What follows belongs to an exercise in optimizing a design on an open flow for small area; a production flow would make more cautious choices.
No run shown here included a check of the RTL's function; only the layout flow was run.

## flow/design.v (module list and top-level ports; edited modules follow where they fit)
// module muldiv_unit: 1498 lines
module muldiv_unit #(
    parameter int unsigned MUL_CYCLES = 2,
    parameter int unsigned DIV_ITERS  = 32
) (
    input  logic        clk,
    input  logic        rst,
    input  logic        start,
    input  logic [1:0]  op,
    input  logic        flush,
    input  logic [31:0] srca,
    input  logic [31:0] srcb,
    output logic        stall,
    output logic        busy,
    output logic        done,
    output logic [31:0] hi,
    output logic [31:0] lo
);
  // ...
==> flow/flow/run.sh <==
#!/bin/bash
# Standard synthesis and layout (standard.sh), with faster port buffers than the
# resizer's default pick, so the input-to-output paths of the last multiply pass
# need less timing repair.
set -euo pipefail
export BUFFER_PORTS_ARGS="-buffer_cell sky130_fd_sc_hd__buf_2"
bash standard.sh synth > synth.log 2>&1
bash standard.sh finish > layout.log 2>&1
==> flow/standard.sh <==
#!/bin/bash
# synth_recipe.tcl (not shown) runs the flow's synth.tcl, then flattens the netlist and writes it again
# the make line also repeats each setting of config.mk as NAME=value (left out here)
make -C /OpenROAD-flow-scripts/flow DESIGN_CONFIG=/design/flow/config.mk WORK_HOME=/design/flow/orfs CLKGATE_MAP_FILE= SYNTH_SCRIPT=/design/flow/synth_recipe.tcl "${@:-finish}"
==> flow/config.mk <==
export PLATFORM = sky130hd
export DESIGN_NAME = muldiv_unit
export DESIGN_NICKNAME = muldiv_unit
export VERILOG_FILES = /design/flow/design.v
export SDC_FILE = /design/flow/constraint.sdc
export NUM_CORES = 4
export LEC_CHECK = 0
export CAP_MARGIN = 20
export CORE_MARGIN = 2
export CORE_UTILIZATION = 50
export SLEW_MARGIN = 20
==> flow/constraint.sdc <==
create_clock -name core_clock -period 10.5 [get_ports {clk}]
set_input_delay 2.1000 -clock core_clock [delete_from_list [all_inputs] [get_ports {clk}]]
set_output_delay 2.1000 -clock core_clock [all_outputs]
set_load 0.01 [all_outputs]
==> results.yml, run 1 <==
status:
  outcome: "no timing/DRC/antenna violations"
sta:
  worstMarginPinSlew_ns: 0.9912
  rsz0062_at_grt: "true"
  period_share_pct: 99.03
  fin_skew_ns: 0.01895
clock_tree:
  cts_tree: "yes"
  ctsLongestPathBuffers: 2
  worstSkewPairLatency_ns: 0.37
  clk_pin_slew_ns: 0.07
critical_path:
  cp_max_fo: 10
  crit_family: "adder cells"
  endpoint_kind: "output port"
  max_stage_delay_ns: 0.54
place:
  dp.cells: 2544
  placed_area_um2: 18210
routing:
  met1_length_um: 24000
  antenna_left: 0
  highest_layer: "met4"
  drc_errors: 0
  met3_length_um: 4638
  vias: 14997
global_routing:
  grt_antenna_before_repair: 1
  grt_busiest_layer: "met2"
  grt_pass1_wl_um: 85880
  grt.overflow.total: 0
yosys:
  synthAdderAreaFrac_pct: 29.18
  yosysMostFrequentCell: "inv_1"
  synth_compound_area_share_pct: 20.07
  syn_nets: 2328
  netlist_instances: 1992
  synth_area_leaders: "fa_1, xnor2_1, dfxtp_1"
  synth_common_cells: "inv_1, xnor2_1, fa_1"
finish:
  drive_gt1_share_pct: 19.94
  final_area_um2: 19050
  nNetsFinal: 2507
  fill_cells: 2944
  final_cell_mix: "inv_1, xnor2_1, fa_1"
==> run 2, diff against run 1 <==
--- a/flow/design.v
+++ b/flow/design.v
@@ -741,16 +741,90 @@
     logic g647;
     logic p648;
     logic g649;
     logic p650;
     logic g651;
     logic p652;
     logic g653;
     logic p654;
+    logic g655;
+    logic p656;
+    logic g657;
+    logic p658;
+    logic g659;
+    logic p660;
+    logic g661;
+    logic p662;
+    logic g663;
+    logic p664;
+    logic g665;
+    logic p666;
+    logic g667;
+    logic p668;
+    logic g669;
+    logic p670;
+    logic g671;
+    logic p672;
+    logic g673;
+    logic p674;
+    logic g675;
+    logic p676;
+    logic g677;
+    logic p678;
+    logic g679;
+    logic p680;
+    logic g681;
+    logic p682;
+    logic g683;
+    logic p684;
+    logic g685;
+    logic p686;
+    logic g687;
+    logic p688;
+    logic g689;
+    logic p690;
+    logic g691;
+    logic p692;
+    logic g693;
+    logic p694;
+    logic g695;
+    logic p696;
+    logic g697;
+    logic p698;
+    logic g699;
+    logic p700;
+    logic g701;
+    logic p702;
+    logic g703;
+    logic p704;
+    logic g705;
+    logic p706;
+    logic g707;
+    logic p708;
+    logic g709;
+    logic p710;
+    logic g711;
+    logic p712;
+    logic g713;
+    logic p714;
+    logic g715;
+    logic p716;
+    logic g717;
+    logic p718;
+    logic g719;
+    logic p720;
+    logic g721;
+    logic p722;
+    logic g723;
+    logic p724;
+    logic g725;
+    logic p726;
+    logic g727;
+    logic p728;
     assign s1 = acc[8] ^ ppx0[8] ^ ppx1[6];
     assign c2 = (acc[8] & ppx0[8]) | (ppx1[6] & (acc[8] ^ ppx0[8]));
     assign s3 = acc[9] ^ ppx0[9] ^ ppx1[7];
     assign c4 = (acc[9] & ppx0[9]) | (ppx1[7] & (acc[9] ^ ppx0[9]));
     assign s5 = acc[10] ^ ppx0[10] ^ ppx1[8];
     assign c6 = (acc[10] & ppx0[10]) | (ppx1[8] & (acc[10] ^ ppx0[10]));
     assign s7 = ppx2[6] ^ ppx3[4] ^ ppx4[2];
     assign c8 = (ppx2[6] & ppx3[4]) | (ppx4[2] & (ppx2[6] ^ ppx3[4]));
@@ -1141,108 +1215,108 @@
     assign s393 = c312 ^ s313;
     assign c394 = c312 & s313;
     assign s395 = c314 ^ ~ppx4[33] ^ ppx5[31];
     assign c396 = (c314 & ~ppx4[33]) | (ppx5[31] & (c314 ^ ~ppx4[33]));
     assign s397 = ppx5[32] ^ 1'b1;
     assign c398 = ppx5[32] & 1'b1;
     assign cpa_a = {1'b1, 1'b1, c398, c396, c394, c392, c390, c388, c386, c384, c382, c380, c378, c376, c374, c372, c370, c368, c366, c364, c362, c360, c358, c356, c354, c352, c350, c348, c346, c344, c342, c340, c338, c336, c334, c332, c330, c328, c326, c324, c322, c320, c318, c316, s315, s235};
     assign cpa_b = {1'b0, 1'b0, ~ppx5[33], s397, s395, s393, s391, s389, s387, s385, s383, s381, s379, s377, s375, s373, s371, s369, s367, s365, s363, s361, s359, s357, s355, s353, s351, s349, s347, s345, s343, s341, s339, s337, s335, s333, s331, s329, s327, s325, s323, s321, s319, s317, 1'b0, cin};
-    assign g399 = (cpa_a[0] & cpa_b[0]);
-    assign p400 = (cpa_a[0] ^ cpa_b[0]);
-    assign g401 = (cpa_a[1] & cpa_b[1]);
-    assign p402 = (cpa_a[1] ^ cpa_b[1]);
-    assign g403 = (cpa_a[2] & cpa_b[2]);
-    assign p404 = (cpa_a[2] ^ cpa_b[2]);
-    assign g405 = (cpa_a[3] & cpa_b[3]);
-    assign p406 = (cpa_a[3] ^ cpa_b[3]);
-    assign g407 = (cpa_a[4] & cpa_b[4]);
-    assign p408 = (cpa_a[4] ^ cpa_b[4]);
-    assign g409 = (cpa_a[5] & cpa_b[5]);
-    assign p410 = (cpa_a[5] ^ cpa_b[5]);
-    assign g411 = (cpa_a[6] & cpa_b[6]);
-    assign p412 = (cpa_a[6] ^ cpa_b[6]);
-    assign g413 = (cpa_a[7] & cpa_b[7]);
-    assign p414 = (cpa_a[7] ^ cpa_b[7]);
-    assign g415 = (cpa_a[8] & cpa_b[8]);
-    assign p416 = (cpa_a[8] ^ cpa_b[8]);
-    assign g417 = (cpa_a[9] & cpa_b[9]);
-    assign p418 = (cpa_a[9] ^ cpa_b[9]);
-    assign g419 = (cpa_a[10] & cpa_b[10]);
-    assign p420 = (cpa_a[10] ^ cpa_b[10]);
-    assign g421 = (cpa_a[11] & cpa_b[11]);
-    assign p422 = (cpa_a[11] ^ cpa_b[11]);
-    assign g423 = (cpa_a[12] & cpa_b[12]);
-    assign p424 = (cpa_a[12] ^ cpa_b[12]);
-    assign g425 = (cpa_a[13] & cpa_b[13]);
-    assign p426 = (cpa_a[13] ^ cpa_b[13]);
-    assign g427 = (cpa_a[14] & cpa_b[14]);
-    assign p428 = (cpa_a[14] ^ cpa_b[14]);
-    assign g429 = (cpa_a[15] & cpa_b[15]);
-    assign p430 = (cpa_a[15] ^ cpa_b[15]);
-    assign g431 = (cpa_a[16] & cpa_b[16]);
-    assign p432 = (cpa_a[16] ^ cpa_b[16]);
-    assign g433 = (cpa_a[17] & cpa_b[17]);
-    assign p434 = (cpa_a[17] ^ cpa_b[17]);
-    assign g435 = (cpa_a[18] & cpa_b[18]);
-    assign p436 = (cpa_a[18] ^ cpa_b[18]);
-    assign g437 = (cpa_a[19] & cpa_b[19]);
-    assign p438 = (cpa_a[19] ^ cpa_b[19]);
-    assign g439 = (cpa_a[20] & cpa_b[20]);
-    assign p440 = (cpa_a[20] ^ cpa_b[20]);
-    assign g441 = (cpa_a[21] & cpa_b[21]);
-    assign p442 = (cpa_a[21] ^ cpa_b[21]);
-    assign g443 = (cpa_a[22] & cpa_b[22]);
-    assign p444 = (cpa_a[22] ^ cpa_b[22]);
-    assign g445 = (cpa_a[23] & cpa_b[23]);
-    assign p446 = (cpa_a[23] ^ cpa_b[23]);
-    assign g447 = (cpa_a[24] & cpa_b[24]);
-    assign p448 = (cpa_a[24] ^ cpa_b[24]);
-    assign g449 = (cpa_a[25] & cpa_b[25]);
-    assign p450 = (cpa_a[25] ^ cpa_b[25]);
-    assign g451 = (cpa_a[26] & cpa_b[26]);
-    assign p452 = (cpa_a[26] ^ cpa_b[26]);
-    assign g453 = (cpa_a[27] & cpa_b[27]);
-    assign p454 = (cpa_a[27] ^ cpa_b[27]);
-    assign g455 = (cpa_a[28] & cpa_b[28]);
-    assign p456 = (cpa_a[28] ^ cpa_b[28]);
-    assign g457 = (cpa_a[29] & cpa_b[29]);
-    assign p458 = (cpa_a[29] ^ cpa_b[29]);
-    assign g459 = (cpa_a[30] & cpa_b[30]);
-    assign p460 = (cpa_a[30] ^ cpa_b[30]);
-    assign g461 = (cpa_a[31] & cpa_b[31]);
-    assign p462 = (cpa_a[31] ^ cpa_b[31]);
-    assign g463 = (cpa_a[32] & cpa_b[32]);
-    assign p464 = (cpa_a[32] ^ cpa_b[32]);
-    assign g465 = (cpa_a[33] & cpa_b[33]);
-    assign p466 = (cpa_a[33] ^ cpa_b[33]);
-    assign g467 = (cpa_a[34] & cpa_b[34]);
-    assign p468 = (cpa_a[34] ^ cpa_b[34]);
-    assign g469 = (cpa_a[35] & cpa_b[35]);
-    assign p470 = (cpa_a[35] ^ cpa_b[35]);
-    assign g471 = (cpa_a[36] & cpa_b[36]);
-    assign p472 = (cpa_a[36] ^ cpa_b[36]);
-    assign g473 = (cpa_a[37] & cpa_b[37]);
-    assign p474 = (cpa_a[37] ^ cpa_b[37]);
-    assign g475 = (cpa_a[38] & cpa_b[38]);
-    assign p476 = (cpa_a[38] ^ cpa_b[38]);
-    assign g477 = (cpa_a[39] & cpa_b[39]);
-    assign p478 = (cpa_a[39] ^ cpa_b[39]);
-    assign g479 = (cpa_a[40] & cpa_b[40]);
-    assign p480 = (cpa_a[40] ^ cpa_b[40]);
-    assign g481 = (cpa_a[41] & cpa_b[41]);
-    assign p482 = (cpa_a[41] ^ cpa_b[41]);
-    assign g483 = (cpa_a[42] & cpa_b[42]);
-    assign p484 = (cpa_a[42] ^ cpa_b[42]);
-    assign g485 = (cpa_a[43] & cpa_b[43]);
-    assign p486 = (cpa_a[43] ^ cpa_b[43]);
-    assign g487 = (cpa_a[44] & cpa_b[44]);
-    assign p488 = (cpa_a[44] ^ cpa_b[44]);
-    assign g489 = (cpa_a[45] & cpa_b[45]);
-    assign p490 = (cpa_a[45] ^ cpa_b[45]);
+    assign g399 = cpa_a[0] & cpa_b[0];
+    assign p400 = cpa_a[0] ^ cpa_b[0];
+    assign g401 = cpa_a[1] & cpa_b[1];
+    assign p402 = cpa_a[1] ^ cpa_b[1];
+    assign g403 = cpa_a[2] & cpa_b[2];
+    assign p404 = cpa_a[2] ^ cpa_b[2];
+    assign g405 = cpa_a[3] & cpa_b[3];
+    assign p406 = cpa_a[3] ^ cpa_b[3];
+    assign g407 = cpa_a[4] & cpa_b[4];
+    assign p408 = cpa_a[4] ^ cpa_b[4];
+    assign g409 = cpa_a[5] & cpa_b[5];
+    assign p410 = cpa_a[5] ^ cpa_b[5];
+    assign g411 = cpa_a[6] & cpa_b[6];
+    assign p412 = cpa_a[6] ^ cpa_b[6];
+    assign g413 = cpa_a[7] & cpa_b[7];
+    assign p414 = cpa_a[7] ^ cpa_b[7];
+    assign g415 = cpa_a[8] & cpa_b[8];
+    assign p416 = cpa_a[8] ^ cpa_b[8];
+    assign g417 = cpa_a[9] & cpa_b[9];
+    assign p418 = cpa_a[9] ^ cpa_b[9];
+    assign g419 = cpa_a[10] & cpa_b[10];
+    assign p420 = cpa_a[10] ^ cpa_b[10];
+    assign g421 = cpa_a[11] & cpa_b[11];
+    assign p422 = cpa_a[11] ^ cpa_b[11];
+    assign g423 = cpa_a[12] & cpa_b[12];
+    assign p424 = cpa_a[12] ^ cpa_b[12];
+    assign g425 = cpa_a[13] & cpa_b[13];
+    assign p426 = cpa_a[13] ^ cpa_b[13];
+    assign g427 = cpa_a[14] & cpa_b[14];
+    assign p428 = cpa_a[14] ^ cpa_b[14];
+    assign g429 = cpa_a[15] & cpa_b[15];
+    assign p430 = cpa_a[15] ^ cpa_b[15];
+    assign g431 = cpa_a[16] & cpa_b[16];
+    assign p432 = cpa_a[16] ^ cpa_b[16];
+    assign g433 = cpa_a[17] & cpa_b[17];
+    assign p434 = cpa_a[17] ^ cpa_b[17];
+    assign g435 = cpa_a[18] & cpa_b[18];
+    assign p436 = cpa_a[18] ^ cpa_b[18];
+    assign g437 = cpa_a[19] & cpa_b[19];
+    assign p438 = cpa_a[19] ^ cpa_b[19];
+    assign g439 = cpa_a[20] & cpa_b[20];
+    assign p440 = cpa_a[20] ^ cpa_b[20];
+    assign g441 = cpa_a[21] & cpa_b[21];
+    assign p442 = cpa_a[21] ^ cpa_b[21];
+    assign g443 = cpa_a[22] & cpa_b[22];
+    assign p444 = cpa_a[22] ^ cpa_b[22];
+    assign g445 = cpa_a[23] & cpa_b[23];
+    assign p446 = cpa_a[23] ^ cpa_b[23];
+    assign g447 = cpa_a[24] & cpa_b[24];
+    assign p448 = cpa_a[24] ^ cpa_b[24];
+    assign g449 = cpa_a[25] & cpa_b[25];
+    assign p450 = cpa_a[25] ^ cpa_b[25];
+    assign g451 = cpa_a[26] & cpa_b[26];
+    assign p452 = cpa_a[26] ^ cpa_b[26];
+    assign g453 = cpa_a[27] & cpa_b[27];
+    assign p454 = cpa_a[27] ^ cpa_b[27];
+    assign g455 = cpa_a[28] & cpa_b[28];
+    assign p456 = cpa_a[28] ^ cpa_b[28];
+    assign g457 = cpa_a[29] & cpa_b[29];
+    assign p458 = cpa_a[29] ^ cpa_b[29];
+    assign g459 = cpa_a[30] & cpa_b[30];
+    assign p460 = cpa_a[30] ^ cpa_b[30];
+    assign g461 = cpa_a[31] & cpa_b[31];
+    assign p462 = cpa_a[31] ^ cpa_b[31];
+    assign g463 = cpa_a[32] & cpa_b[32];
+    assign p464 = cpa_a[32] ^ cpa_b[32];
+    assign g465 = cpa_a[33] & cpa_b[33];
+    assign p466 = cpa_a[33] ^ cpa_b[33];
+    assign g467 = cpa_a[34] & cpa_b[34];
+    assign p468 = cpa_a[34] ^ cpa_b[34];
+    assign g469 = cpa_a[35] & cpa_b[35];
+    assign p470 = cpa_a[35] ^ cpa_b[35];
+    assign g471 = cpa_a[36] & cpa_b[36];
+    assign p472 = cpa_a[36] ^ cpa_b[36];
+    assign g473 = cpa_a[37] & cpa_b[37];
+    assign p474 = cpa_a[37] ^ cpa_b[37];
+    assign g475 = cpa_a[38] & cpa_b[38];
+    assign p476 = cpa_a[38] ^ cpa_b[38];
+    assign g477 = cpa_a[39] & cpa_b[39];
+    assign p478 = cpa_a[39] ^ cpa_b[39];
+    assign g479 = cpa_a[40] & cpa_b[40];
+    assign p480 = cpa_a[40] ^ cpa_b[40];
+    assign g481 = cpa_a[41] & cpa_b[41];
+    assign p482 = cpa_a[41] ^ cpa_b[41];
+    assign g483 = cpa_a[42] & cpa_b[42];
+    assign p484 = cpa_a[42] ^ cpa_b[42];
+    assign g485 = cpa_a[43] & cpa_b[43];
+    assign p486 = cpa_a[43] ^ cpa_b[43];
+    assign g487 = cpa_a[44] & cpa_b[44];
+    assign p488 = cpa_a[44] ^ cpa_b[44];
+    assign g489 = cpa_a[45] & cpa_b[45];
+    assign p490 = cpa_a[45] ^ cpa_b[45];
     assign g491 = g401 | (p402 & g399);
     assign p492 = p402 & p400;
     assign g493 = g405 | (p406 & g403);
     assign p494 = p406 & p404;
     assign g495 = g409 | (p410 & g407);
     assign p496 = p410 & p408;
     assign g497 = g413 | (p414 & g411);
     assign p498 = p414 & p412;
@@ -1279,180 +1353,254 @@
     assign g529 = g477 | (p478 & g475);
     assign p530 = p478 & p476;
     assign g531 = g481 | (p482 & g479);
     assign p532 = p482 & p480;
     assign g533 = g485 | (p486 & g483);
     assign p534 = p486 & p484;
     assign g535 = g489 | (p490 & g487);
     assign p536 = p490 & p488;
-    assign g537 = g493 | (p494 & g491);
-    assign p538 = p494 & p492;
-    assign g539 = g497 | (p498 & g495);
-    assign p540 = p498 & p496;
-    assign g541 = g501 | (p502 & g499);
-    assign p542 = p502 & p500;
-    assign g543 = g505 | (p506 & g503);
-    assign p544 = p506 & p504;
-    assign g545 = g509 | (p510 & g507);
-    assign p546 = p510 & p508;
-    assign g547 = g513 | (p514 & g511);
-    assign p548 = p514 & p512;
-    assign g549 = g517 | (p518 & g515);
-    assign p550 = p518 & p516;
-    assign g551 = g521 | (p522 & g519);
-    assign p552 = p522 & p520;
-    assign g553 = g525 | (p526 & g523);
-    assign p554 = p526 & p524;
-    assign g555 = g529 | (p530 & g527);
-    assign p556 = p530 & p528;
-    assign g557 = g533 | (p534 & g531);
-    assign p558 = p534 & p532;
-    assign g559 = g539 | (p540 & g537);
-    assign p560 = p540 & p538;
-    assign g561 = g543 | (p544 & g541);
-    assign p562 = p544 & p542;
-    assign g563 = g547 | (p548 & g545);
-    assign p564 = p548 & p546;
-    assign g565 = g551 | (p552 & g549);
-    assign p566 = p552 & p550;
-    assign g567 = g555 | (p556 & g553);
-    assign p568 = p556 & p554;
-    assign g569 = g561 | (p562 & g559);
-    assign p570 = p562 & p560;
-    assign g571 = g565 | (p566 & g563);
-    assign p572 = p566 & p564;
-    assign g573 = g571 | (p572 & g569);
-    assign p574 = p572 & p570;
-    assign g575 = g563 | (p564 & g569);
-    assign p576 = p564 & p570;
-    assign g577 = g567 | (p568 & g573);
-    assign p578 = p568 & p574;
-    assign g579 = g541 | (p542 & g559);
-    assign p580 = p542 & p560;
-    assign g581 = g545 | (p546 & g569);
-    assign p582 = p546 & p570;
-    assign g583 = g549 | (p550 & g575);
-    assign p584 = p550 & p576;
-    assign g585 = g553 | (p554 & g573);
-    assign p586 = p554 & p574;
-    assign g587 = g557 | (p558 & g577);
-    assign p588 = p558 & p578;
-    assign g589 = g495 | (p496 & g537);
-    assign p590 = p496 & p538;
-    assign g591 = g499 | (p500 & g559);
-    assign p592 = p500 & p560;
-    assign g593 = g503 | (p504 & g579);
-    assign p594 = p504 & p580;
-    assign g595 = g507 | (p508 & g569);
-    assign p596 = p508 & p570;
-    assign g597 = g511 | (p512 & g581);
-    assign p598 = p512 & p582;
-    assign g599 = g515 | (p516 & g575);
-    assign p600 = p516 & p576;
-    assign g601 = g519 | (p520 & g583);
-    assign p602 = p520 & p584;
-    assign g603 = g523 | (p524 & g573);
-    assign p604 = p524 & p574;
-    assign g605 = g527 | (p528 & g585);
-    assign p606 = p528 & p586;
-    assign g607 = g531 | (p532 & g577);
-    assign p608 = p532 & p578;
-    assign g609 = g535 | (p536 & g587);
-    assign p610 = p536 & p588;
-    assign g611 = g403 | (p404 & g491);
-    assign p612 = p404 & p492;
-    assign g613 = g407 | (p408 & g537);
-    assign p614 = p408 & p538;
-    assign g615 = g411 | (p412 & g589);
-    assign p616 = p412 & p590;
-    assign g617 = g415 | (p416 & g559);
-    assign p618 = p416 & p560;
-    assign g619 = g419 | (p420 & g591);
-    assign p620 = p420 & p592;
-    assign g621 = g423 | (p424 & g579);
-    assign p622 = p424 & p580;
-    assign g623 = g427 | (p428 & g593);
-    assign p624 = p428 & p594;
-    assign g625 = g431 | (p432 & g569);
-    assign p626 = p432 & p570;
-    assign g627 = g435 | (p436 & g595);
-    assign p628 = p436 & p596;
-    assign g629 = g439 | (p440 & g581);
-    assign p630 = p440 & p582;
-    assign g631 = g443 | (p444 & g597);
-    assign p632 = p444 & p598;
-    assign g633 = g447 | (p448 & g575);
-    assign p634 = p448 & p576;
-    assign g635 = g451 | (p452 & g599);
-    assign p636 = p452 & p600;
-    assign g637 = g455 | (p456 & g583);
-    assign p638 = p456 & p584;
-    assign g639 = g459 | (p460 & g601);
-    assign p640 = p460 & p602;
-    assign g641 = g463 | (p464 & g573);
-    assign p642 = p464 & p574;
-    assign g643 = g467 | (p468 & g603);
-    assign p644 = p468 & p604;
-    assign g645 = g471 | (p472 & g585);
-    assign p646 = p472 & p586;
-    assign g647 = g475 | (p476 & g605);
-    assign p648 = p476 & p606;
-    assign g649 = g479 | (p480 & g577);
-    assign p650 = p480 & p578;
-    assign g651 = g483 | (p484 & g607);
-    assign p652 = p484 & p608;
-    assign g653 = g487 | (p488 & g587);
-    assign p654 = p488 & p588;
+    assign g537 = g403 | (p404 & g491);
+    assign p538 = p404 & p492;
+    assign g539 = g493 | (p494 & g491);
+    assign p540 = p494 & p492;
+    assign g541 = g411 | (p412 & g495);
+    assign p542 = p412 & p496;
+    assign g543 = g497 | (p498 & g495);
+    assign p544 = p498 & p496;
+    assign g545 = g419 | (p420 & g499);
+    assign p546 = p420 & p500;
+    assign g547 = g501 | (p502 & g499);
+    assign p548 = p502 & p500;
+    assign g549 = g427 | (p428 & g503);
+    assign p550 = p428 & p504;
+    assign g551 = g505 | (p506 & g503);
+    assign p552 = p506 & p504;
+    assign g553 = g435 | (p436 & g507);
+    assign p554 = p436 & p508;
+    assign g555 = g509 | (p510 & g507);
+    assign p556 = p510 & p508;
+    assign g557 = g443 | (p444 & g511);
+    assign p558 = p444 & p512;
+    assign g559 = g513 | (p514 & g511);
+    assign p560 = p514 & p512;
+    assign g561 = g451 | (p452 & g515);
+    assign p562 = p452 & p516;
+    assign g563 = g517 | (p518 & g515);
+    assign p564 = p518 & p516;
+    assign g565 = g459 | (p460 & g519);
+    assign p566 = p460 & p520;
+    assign g567 = g521 | (p522 & g519);
+    assign p568 = p522 & p520;
+    assign g569 = g467 | (p468 & g523);
+    assign p570 = p468 & p524;
+    assign g571 = g525 | (p526 & g523);
+    assign p572 = p526 & p524;
+    assign g573 = g475 | (p476 & g527);
+    assign p574 = p476 & p528;
+    assign g575 = g529 | (p530 & g527);
+    assign p576 = p530 & p528;
+    assign g577 = g483 | (p484 & g531);
+    assign p578 = p484 & p532;
+    assign g579 = g533 | (p534 & g531);
+    assign p580 = p534 & p532;
+    assign g581 = g407 | (p408 & g539);
+    assign p582 = p408 & p540;
+    assign g583 = g495 | (p496 & g539);
+    assign p584 = p496 & p540;
+    assign g585 = g541 | (p542 & g539);
+    assign p586 = p542 & p540;
+    assign g587 = g543 | (p544 & g539);
+    assign p588 = p544 & p540;
+    assign g589 = g423 | (p424 & g547);
+    assign p590 = p424 & p548;
+    assign g591 = g503 | (p504 & g547);
+    assign p592 = p504 & p548;
+    assign g593 = g549 | (p550 & g547);
+    assign p594 = p550 & p548;
+    assign g595 = g551 | (p552 & g547);
+    assign p596 = p552 & p548;
+    assign g597 = g439 | (p440 & g555);
+    assign p598 = p440 & p556;
+    assign g599 = g511 | (p512 & g555);
+    assign p600 = p512 & p556;
+    assign g601 = g557 | (p558 & g555);
+    assign p602 = p558 & p556;
+    assign g603 = g559 | (p560 & g555);
+    assign p604 = p560 & p556;
+    assign g605 = g455 | (p456 & g563);
+    assign p606 = p456 & p564;
+    assign g607 = g519 | (p520 & g563);
+    assign p608 = p520 & p564;
+    assign g609 = g565 | (p566 & g563);
+    assign p610 = p566 & p564;
+    assign g611 = g567 | (p568 & g563);
+    assign p612 = p568 & p564;
+    assign g613 = g471 | (p472 & g571);
+    assign p614 = p472 & p572;
+    assign g615 = g527 | (p528 & g571);
+    assign p616 = p528 & p572;
+    assign g617 = g573 | (p574 & g571);
+    assign p618 = p574 & p572;
+    assign g619 = g575 | (p576 & g571);
+    assign p620 = p576 & p572;
+    assign g621 = g487 | (p488 & g579);
+    assign p622 = p488 & p580;
+    assign g623 = g535 | (p536 & g579);
+    assign p624 = p536 & p580;
+    assign g625 = g415 | (p416 & g587);
+    assign p626 = p416 & p588;
+    assign g627 = g499 | (p500 & g587);
+    assign p628 = p500 & p588;
+    assign g629 = g545 | (p546 & g587);
+    assign p630 = p546 & p588;
+    assign g631 = g547 | (p548 & g587);
+    assign p632 = p548 & p588;
+    assign g633 = g589 | (p590 & g587);
+    assign p634 = p590 & p588;
+    assign g635 = g591 | (p592 & g587);
+    assign p636 = p592 & p588;
+    assign g637 = g593 | (p594 & g587);
+    assign p638 = p594 & p588;
+    assign g639 = g595 | (p596 & g587);
+    assign p640 = p596 & p588;
+    assign g641 = g447 | (p448 & g603);
+    assign p642 = p448 & p604;
+    assign g643 = g515 | (p516 & g603);
+    assign p644 = p516 & p604;
+    assign g645 = g561 | (p562 & g603);
+    assign p646 = p562 & p604;
+    assign g647 = g563 | (p564 & g603);
+    assign p648 = p564 & p604;
+    assign g649 = g605 | (p606 & g603);
+    assign p650 = p606 & p604;
+    assign g651 = g607 | (p608 & g603);
+    assign p652 = p608 & p604;
+    assign g653 = g609 | (p610 & g603);
+    assign p654 = p610 & p604;
+    assign g655 = g611 | (p612 & g603);
+    assign p656 = p612 & p604;
+    assign g657 = g479 | (p480 & g619);
+    assign p658 = p480 & p620;
+    assign g659 = g531 | (p532 & g619);
+    assign p660 = p532 & p620;
+    assign g661 = g577 | (p578 & g619);
+    assign p662 = p578 & p620;
+    assign g663 = g579 | (p580 & g619);
+    assign p664 = p580 & p620;
+    assign g665 = g621 | (p622 & g619);
+    assign p666 = p622 & p620;
+    assign g667 = g623 | (p624 & g619);
+    assign p668 = p624 & p620;
+    assign g669 = g431 | (p432 & g639);
+    assign p670 = p432 & p640;
+    assign g671 = g507 | (p508 & g639);
+    assign p672 = p508 & p640;
+    assign g673 = g553 | (p554 & g639);
+    assign p674 = p554 & p640;
+    assign g675 = g555 | (p556 & g639);
+    assign p676 = p556 & p640;
+    assign g677 = g597 | (p598 & g639);
+    assign p678 = p598 & p640;
+    assign g679 = g599 | (p600 & g639);
+    assign p680 = p600 & p640;
+    assign g681 = g601 | (p602 & g639);
+    assign p682 = p602 & p640;
+    assign g683 = g603 | (p604 & g639);
+    assign p684 = p604 & p640;
+    assign g685 = g641 | (p642 & g639);
+    assign p686 = p642 & p640;
+    assign g687 = g643 | (p644 & g639);
+    assign p688 = p644 & p640;
+    assign g689 = g645 | (p646 & g639);
+    assign p690 = p646 & p640;
+    assign g691 = g647 | (p648 & g639);
+    assign p692 = p648 & p640;
+    assign g693 = g649 | (p650 & g639);
+    assign p694 = p650 & p640;
+    assign g695 = g651 | (p652 & g639);
+    assign p696 = p652 & p640;
+    assign g697 = g653 | (p654 & g639);
+    assign p698 = p654 & p640;
+    assign g699 = g655 | (p656 & g639);
+    assign p700 = p656 & p640;
+    assign g701 = g463 | (p464 & g699);
+    assign p702 = p464 & p700;
+    assign g703 = g523 | (p524 & g699);
+    assign p704 = p524 & p700;
+    assign g705 = g569 | (p570 & g699);
+    assign p706 = p570 & p700;
+    assign g707 = g571 | (p572 & g699);
+    assign p708 = p572 & p700;
+    assign g709 = g613 | (p614 & g699);
+    assign p710 = p614 & p700;
+    assign g711 = g615 | (p616 & g699);
+    assign p712 = p616 & p700;
+    assign g713 = g617 | (p618 & g699);
+    assign p714 = p618 & p700;
+    assign g715 = g619 | (p620 & g699);
+    assign p716 = p620 & p700;
+    assign g717 = g657 | (p658 & g699);
+    assign p718 = p658 & p700;
+    assign g719 = g659 | (p660 & g699);
+    assign p720 = p660 & p700;
+    assign g721 = g661 | (p662 & g699);
+    assign p722 = p662 & p700;
+    assign g723 = g663 | (p664 & g699);
+    assign p724 = p664 & p700;
+    assign g725 = g665 | (p666 & g699);
+    assign p726 = p666 & p700;
+    assign g727 = g667 | (p668 & g699);
+    assign p728 = p668 & p700;
     assign t[0] = p400;
     assign t[1] = p402 ^ g399;
     assign t[2] = p404 ^ g491;
-    assign t[3] = p406 ^ g611;
-    assign t[4] = p408 ^ g537;
-    assign t[5] = p410 ^ g613;
-    assign t[6] = p412 ^ g589;
-    assign t[7] = p414 ^ g615;
-    assign t[8] = p416 ^ g559;
-    assign t[9] = p418 ^ g617;
-    assign t[10] = p420 ^ g591;
-    assign t[11] = p422 ^ g619;
-    assign t[12] = p424 ^ g579;
-    assign t[13] = p426 ^ g621;
-    assign t[14] = p428 ^ g593;
-    assign t[15] = p430 ^ g623;
-    assign t[16] = p432 ^ g569;
-    assign t[17] = p434 ^ g625;
-    assign t[18] = p436 ^ g595;
-    assign t[19] = p438 ^ g627;
-    assign t[20] = p440 ^ g581;
-    assign t[21] = p442 ^ g629;
-    assign t[22] = p444 ^ g597;
-    assign t[23] = p446 ^ g631;
-    assign t[24] = p448 ^ g575;
-    assign t[25] = p450 ^ g633;
-    assign t[26] = p452 ^ g599;
-    assign t[27] = p454 ^ g635;
-    assign t[28] = p456 ^ g583;
-    assign t[29] = p458 ^ g637;
-    assign t[30] = p460 ^ g601;
-    assign t[31] = p462 ^ g639;
-    assign t[32] = p464 ^ g573;
-    assign t[33] = p466 ^ g641;
-    assign t[34] = p468 ^ g603;
-    assign t[35] = p470 ^ g643;
-    assign t[36] = p472 ^ g585;
-    assign t[37] = p474 ^ g645;
-    assign t[38] = p476 ^ g605;
-    assign t[39] = p478 ^ g647;
-    assign t[40] = p480 ^ g577;
-    assign t[41] = p482 ^ g649;
-    assign t[42] = p484 ^ g607;
-    assign t[43] = p486 ^ g651;
-    assign t[44] = p488 ^ g587;
-    assign t[45] = p490 ^ g653;
+    assign t[3] = p406 ^ g537;
+    assign t[4] = p408 ^ g539;
+    assign t[5] = p410 ^ g581;
+    assign t[6] = p412 ^ g583;
+    assign t[7] = p414 ^ g585;
+    assign t[8] = p416 ^ g587;
+    assign t[9] = p418 ^ g625;
+    assign t[10] = p420 ^ g627;
+    assign t[11] = p422 ^ g629;
+    assign t[12] = p424 ^ g631;
+    assign t[13] = p426 ^ g633;
+    assign t[14] = p428 ^ g635;
+    assign t[15] = p430 ^ g637;
+    assign t[16] = p432 ^ g639;
+    assign t[17] = p434 ^ g669;
+    assign t[18] = p436 ^ g671;
+    assign t[19] = p438 ^ g673;
+    assign t[20] = p440 ^ g675;
+    assign t[21] = p442 ^ g677;
+    assign t[22] = p444 ^ g679;
+    assign t[23] = p446 ^ g681;
+    assign t[24] = p448 ^ g683;
+    assign t[25] = p450 ^ g685;
+    assign t[26] = p452 ^ g687;
+    assign t[27] = p454 ^ g689;
+    assign t[28] = p456 ^ g691;
+    assign t[29] = p458 ^ g693;
+    assign t[30] = p460 ^ g695;
+    assign t[31] = p462 ^ g697;
+    assign t[32] = p464 ^ g699;
+    assign t[33] = p466 ^ g701;
+    assign t[34] = p468 ^ g703;
+    assign t[35] = p470 ^ g705;
+    assign t[36] = p472 ^ g707;
+    assign t[37] = p474 ^ g709;
+    assign t[38] = p476 ^ g711;
+    assign t[39] = p478 ^ g713;
+    assign t[40] = p480 ^ g715;
+    assign t[41] = p482 ^ g717;
+    assign t[42] = p484 ^ g719;
+    assign t[43] = p486 ^ g721;
+    assign t[44] = p488 ^ g723;
+    assign t[45] = p490 ^ g725;
     logic [31:0] q_out, r_out;
     assign r_out = t[32:1];
     logic        qneg;
     logic [31:0] lor;
     assign qneg = is_signed & (srca[31] ^ srcb[31]) & ~bzero;
     always_comb begin
         lor[0] = 1'b0;
         for (int i = 1; i < 32; i++) lor[i] = lor[i-1] | l_q[i-1];
==> run 2 against run 1 <==
Synthesized area hardly changed. Sequential cell count stayed put. Global-route usage is 0.44 points higher. Critical endpoint unchanged. Highest routed layer unchanged.
==> results.yml, run 2 <==
critical_path:
  cp.arrival_ns: 8.11
  endpoint_kind: "output port"
  critPathBufInv: 7
  crit_top_cell: "fa_1"
  crit_type: "in2out"
  worstSetupStartpointType: "input port"
  max_stage_delay_ns: 0.58
  crit_family: "adder cells"
  r2r-start: "act_q"
  cp.required_ns: 8.40
  cp_max_fo: 14
  setup.worst_path.start: "srca[3]"
  cp_slowest_cell: "fa_1"
place:
  dp_hpwl_um: 44270
  placed_area_um2: 17740
  place.gp.congestion: 0.9785
  io_buffers: 136
floorplanning:
  die_h_um: 183.3
  start_util_pct: 50.81
  fp.dieArea_um2: 33600
  io_pins: 137
  core.rowCount: 65
  die_x_um: 183.3
  coreArea_um2: 31640
finish:
  final_common_cell: "inv_1"
  n_antenna_cell: 0
  final_area_um2: 18220
  final_cell_mix: "inv_1, xnor2_1, fa_1"
  fill_cells: 3003
  largest_reg_flops: 34
  drive_gt1_share_pct: 14.35
  syn2layout_area_growth_pct: 13.31
  largestRegisters: "h_q: 34 flops, l_q: 32 flops, enc_q: 18 flops"
  nNetsFinal: 2427
  top_register: "h_q"
clock_tree:
  numCtsBuffers: 9
  cts_num_sinks: 97
  cts_tree: "yes"
  ctsHtreeMaxLevel: 3
  ctsLongestPathBuffers: 2
  worstSkewPairLatency_ns: 0.36
  clk_pin_slew_ns: 0.07
  hold_buffers: 0
  root_buffer: "clkbuf_16"
routing:
  drc_errors: 0
  wire_per_inst_um: 22.41
  vias: 15105
  first_iter_violations: 1337
  vias_per_cell: 6.008
  firstDrtPassIters: 6
  wl_um: 56330
  antenna_left: 0
yosys:
  synth_edf_count: 0
  yosys_register_bits: 97
  synth_area_um2: 16080
  netlist_instances: 2015
  ys_seq_area_share_pct: 12.08
  yosysUniqueCellTypes: 66
  synthFlopType: "dfxtp_1"
  syn_area_per_cell_um2: 7.978
  async_reset_ff_share_pct: 0
  synth_top_area_share_pct: 20.55
  yosys_warnings: 3
  yosys.area.top_type: "fa_1"
  yosysMostFrequentCell: "inv_1"
  synth_area_leaders: "fa_1, xnor2_1, dfxtp_1"
  synth_common_cells: "inv_1, xnor2_1, fa_1"
  syn_nets: 2335
sta:
  tns_ns: 0
  period_share_pct: 97.26
  min_period_ns: 10.21
  slew_viol_final: 0
  rsz0062_at_grt: "false"
  worstMarginPinSlew_ns: 1.091
  setup_viol: 0
  maxSlewHeadroom_pct: 26.77
  finalHoldViolations: 0
  max_freq_ghz: 0.09792
  fin_skew_ns: 0.01041
global_routing:
  grt.overflow.total: 0
  grt_antenna_before_repair: 0
  grt_max_degree: 105
  track_usage_pct: 33.92
  grt_pass1_wl_um: 87290
  grt_pass1_vias: 14921
status:
  outcome: "no timing/DRC/antenna violations"
min_path:
  hold_class: "reg2reg"
  hold_path.startpoint: "cnt_q[0]"
run:
  cap_violations: 0
## run 2: final timing paths
check                                end  depth (start not counted)  slack (ns)
worst max-delay path              hi[25]                         25        0.29
worst min-delay path            cnt_q[0]                          1        0.45
worst max register to register   h_q[33]                         26        3.16
worst min register to register  cnt_q[0]                          1        0.45
## run 2: kinds of logic after synthesis
| logic type | after synthesis | synth area share, % |
|---|---|---|
| compound gates | 538 | 21.96 |
| buf+inv | 428 | 10.00 |
| simple gates | 368 | 10.45 |
| xor+xnor | 318 | 17.33 |
| fa+ha+maj | 250 | 27.16 |
| flops | 97 | 12.08 |
| mux | 16 | 1.027 |
## run 2: repair_timing
item / CTS / global route
gates resized for setup: 0 / 17
endpoints found under the setup margin: 0 / 12
setup buffers: 0 / 3
## run 2: cell type report
type	instances	area, um^2	area share [%]
inverter	270	1013	5.564
clock inverter	6	62.56	0.3435
sequential	97	1946	10.68
timing repair buffer	239	1712	9.397
clock buffer	10	250.2	1.374
tap	402	503.0	2.761
multi-input combinational	1490	12730	69.88
## run 2: routing by layer
metal / wire length, um / GRT usage [%] / up-vias
li1: - / - / 6924
met1: 24640 / 47.39 / 7293
met5: 0 / 0 / -
met3: 4837 / 6.176 / 126
met2: 24400 / 52.05 / 762
met4: 2454 / 13.38 / 0
## run 2: metrics by stage
stage	utilization (%)	hold slack, ns	instances	setup slack, ns
after floorplan	-	0.4083	2015	0.2715
after global placement	56.08	0.4257	2493	0.2168
after detailed placement	56.08	0.4483	2493	0.1383
after CTS	57.07	0.4652	2509	0.1198
after global routing	57.58	0.4932	2514	0.02496
final	57.58	0.4532	2514	0.2872
==> run 3, diff against run 2 <==
==> flow/flow/run.sh (replaced) <==
#!/bin/bash
# Standard synthesis and layout (standard.sh), with faster port buffers than the
# resizer's default pick, and power recovery (downsizing of gates off the critical
# paths) after global routing.
set -euo pipefail
export BUFFER_PORTS_ARGS="-buffer_cell sky130_fd_sc_hd__buf_2"
export RECOVER_POWER=100
bash standard.sh synth > synth.log 2>&1
bash standard.sh finish > layout.log 2>&1
--- a/flow/config.mk
+++ b/flow/config.mk
@@ -9,3 +9,5 @@
 export CORE_MARGIN = 2
 export CORE_UTILIZATION = 50
+export CTS_BUF_LIST = sky130_fd_sc_hd__clkbuf_8
+export PLACE_DENSITY = 0.7
 export SLEW_MARGIN = 20
==> run 3 against run 2 <==
Synthesized cell count stayed put. Maximum frequency decreased by 0.98%. Design area fell by 1.3%. Global-route usage decreased by 0.35 points. Critical endpoint is now hi[24]. Synthesized area unchanged. Largest cell class unchanged. Still clean on timing, DRC and antenna. Via count increased by 1.8%.
==> results.yml, run 3 <==
critical_path:
  endpoint: "hi[24]"
  setup.worst_path.start: "srca[3]"
  reg2reg_depth: 26
  cp_max_fo: 27
  max_stage_delay_ns: 0.57
  crit_top_cell: "fa_1"
  worstSetupStartpointType: "input port"
  cp.required_ns: 8.40
  endpoint_kind: "output port"
  crit_type: "in2out"
  r2r_setup_slack_ns: 3.13
  r2r-start: "act_q"
  cp_slowest_cell: "fa_1"
  worstReg2RegEnd: "h_q[29]"
  cp.arrival_ns: 8.21
sta:
  fin_skew_ns: 0.01754
  worstMarginPinSlew_ns: 1.018
  slew_viol_final: 0
  finalHoldViolations: 0
  max_freq_ghz: 0.09696
  rsz0062_at_grt: "true"
  period_share_pct: 98.23
  maxSlewHeadroom_pct: 32.14
  tns_ns: 0
  setup_viol: 0
  holdWs_ns: 0.4643
  timing.final.ws_setup_ns: 0.1863
  min_period_ns: 10.31
routing:
  antenna_left: 0
  met3_length_um: 6155
  first_iter_violations: 1596
  wire_per_inst_um: 22.31
  vias: 15378
  wl_um: 55720
  drc_errors: 0
  vias_per_cell: 6.159
  wl_met2_um: 24550
  met1_length_um: 22840
  firstDrtPassIters: 6
  highest_layer: "met4"
global_routing:
  grt_pass1_wl_um: 86960
  grt_max_degree: 110
  grt_pass1_vias: 15151
  track_usage_pct: 33.57
  grt_antenna_before_repair: 0
  grt.overflow.total: 0
clock_tree:
  root_buffer: "clkbuf_8"
  ctsHtreeMaxLevel: 3
  hold_buffers: 0
  ctsLongestPathBuffers: 2
  worstSkewPairLatency_ns: 0.40
  cts_num_sinks: 97
  cts_tree: "yes"
  clk_pin_slew_ns: 0.11
  numCtsBuffers: 9
finish:
  largestRegisters: "h_q: 34 flops, l_q: 32 flops, enc_q: 18 flops"
  multi_input_area_um2: 12770
  n_antenna_cell: 0
  syn2layout_area_growth_pct: 11.79
  nNetsFinal: 2410
  seq_area_um2: 1946
  final_cell_mix: "inv_1, xnor2_1, fa_1"
  top_register: "h_q"
  fill_cells: 2948
  largest_reg_flops: 34
  drive_gt1_share_pct: 13.79
  final_common_cell: "inv_1"
floorplanning:
  fp.dieArea_um2: 33600
  coreArea_um2: 31640
  start_util_pct: 50.81
  io_pins: 137
  die_x_um: 183.3
  die_h_um: 183.3
  core.rowCount: 65
yosys:
  synth_area_leaders: "fa_1, xnor2_1, dfxtp_1"
  yosys_warnings: 3
  async_reset_ff_share_pct: 0
  netlist_instances: 2015
  synth_area_um2: 16080
  yosys_register_bits: 97
  syn_nets: 2335
  syn_area_per_cell_um2: 7.978
  synthFlopType: "dfxtp_1"
  ys_seq_area_share_pct: 12.08
  yosys.area.top_type: "fa_1"
  synth_edf_count: 0
  synth_top_area_share_pct: 20.55
  yosysUniqueCellTypes: 66
  synth_common_cells: "inv_1, xnor2_1, fa_1"
  yosysMostFrequentCell: "inv_1"
place:
  dp_hpwl_um: 43370
  place.gp.congestion: 0.9978
  pre_cts_ws_ns: -0.07258
  io_buffers: 136
status:
  outcome: "no timing/DRC/antenna violations"
min_path:
  min_path_cells: 1
  hold_class: "reg2reg"
run:
  cap_violations: 0
-- run 3: kinds of logic (layout without fill, tap and decap cells) --
| logic type | Yosys count | in the layout | share of synthesized area, % |
|---|---|---|---|
| AOI/OAI and AO/OA | 538 | 538 | 21.96 |
| buffers and inverters | 428 | 508 | 10.00 |
| DFF | 97 | 97 | 12.08 |
| and+or+nand+nor | 368 | 368 | 10.45 |
| xor gates and xnor gates | 318 | 318 | 17.33 |
| adders and majority gates | 250 | 250 | 27.16 |
| muxes | 16 | 16 | 1.027 |
-- run 3: worst min path at each step --
stage	start	endpoint
global route	cnt_q[0]	cnt_q[0]
CTS	cnt_q[0]	cnt_q[0]
global placement	cnt_q[0]	cnt_q[0]
finish	cnt_q[0]	cnt_q[0]
detailed placement	cnt_q[0]	cnt_q[0]
floorplan	cnt_q[0]	cnt_q[0]
-- run 3: timing repair --
action,CTS,global route
cloned,0,1
setup buffers,1,5
pin swaps,1,2
setup endpoints to repair,4,14
gates resized for setup,1,24
-- run 3: routing by layer --
layer  up-vias  global-route usage [%]
met4         0                   11.71
li1       6891                       -
met1      7404                   48.09
met5         -                       0
met2       937                   51.42
met3       146                   5.302
-- run 3: stage by stage --
step / util [%] / cell area (um^2) / instances
floorplan: - / 16080 / 2015
global placement: 55.57 / 17580 / 2474
detailed placement: 55.57 / 17580 / 2474
CTS: 56.27 / 17800 / 2491
global route: 56.80 / 17970 / 2497
finish: 56.80 / 17970 / 2497
-- run 3: cell type report --
| type | count | share of cell area (%) |
|---|---|---|
| tap | 402 | 2.799 |
| timing repair buffer | 222 | 8.598 |
| clock inverter | 7 | 0.3969 |
| clock buffer | 9 | 0.6893 |
| inverter | 270 | 5.639 |
| sequential | 97 | 10.83 |
| multi-input combinational | 1490 | 71.05 |
-- run 3: critical path, delay by kind of cell --
| kind | cells | cell delay, ns |
|---|---|---|
| and+or+nand+nor | 5 | 0.88 |
| buffers and inverters | 9 | 1.06 |
| AOI/OAI and AO/OA | 5 | 0.96 |
| adders and majority gates | 6 | 3.04 |
| xor gates and xnor gates | 1 | 0.10 |

==> port drivers added, routing unchanged <==
The results above use ideal ports. As a check the final layouts listed here were re-extracted and re-timed, cells and wires unchanged. Step 1: set_driving_cell puts a clkbuf_16 on clk and a buf_2 on each other input, an assumption about the parent block. Step 2 times the ports against the registers' clock, not the clock port: input delays grow and output delays shrink by t, the midpoint of the rising clock arrivals with the driver on. Three values: ideal ports, drivers, drivers and shift; two values: the first two.
run	t (ns)	slack for setup (ns)	worst hold slack (ns)	worst setup path at the end	cell pins on the clock port's net
run 1	0.407	0.102 / 0.080 / 0.080	0.452 / 0.452 / 0.452	input to output	1
run 2	0.401	0.287 / 0.269 / 0.269	0.453 / 0.453 / 0.453	input to output	1
run 3	0.428	0.186 / 0.167 / 0.167	0.464 / 0.464 / 0.464	input to output	1
After both steps setup and hold are still met in every run listed. For run 1, which loses most, drivers alone change the setup slack by -0.022 ns; drivers and shift together by -0.022 ns.
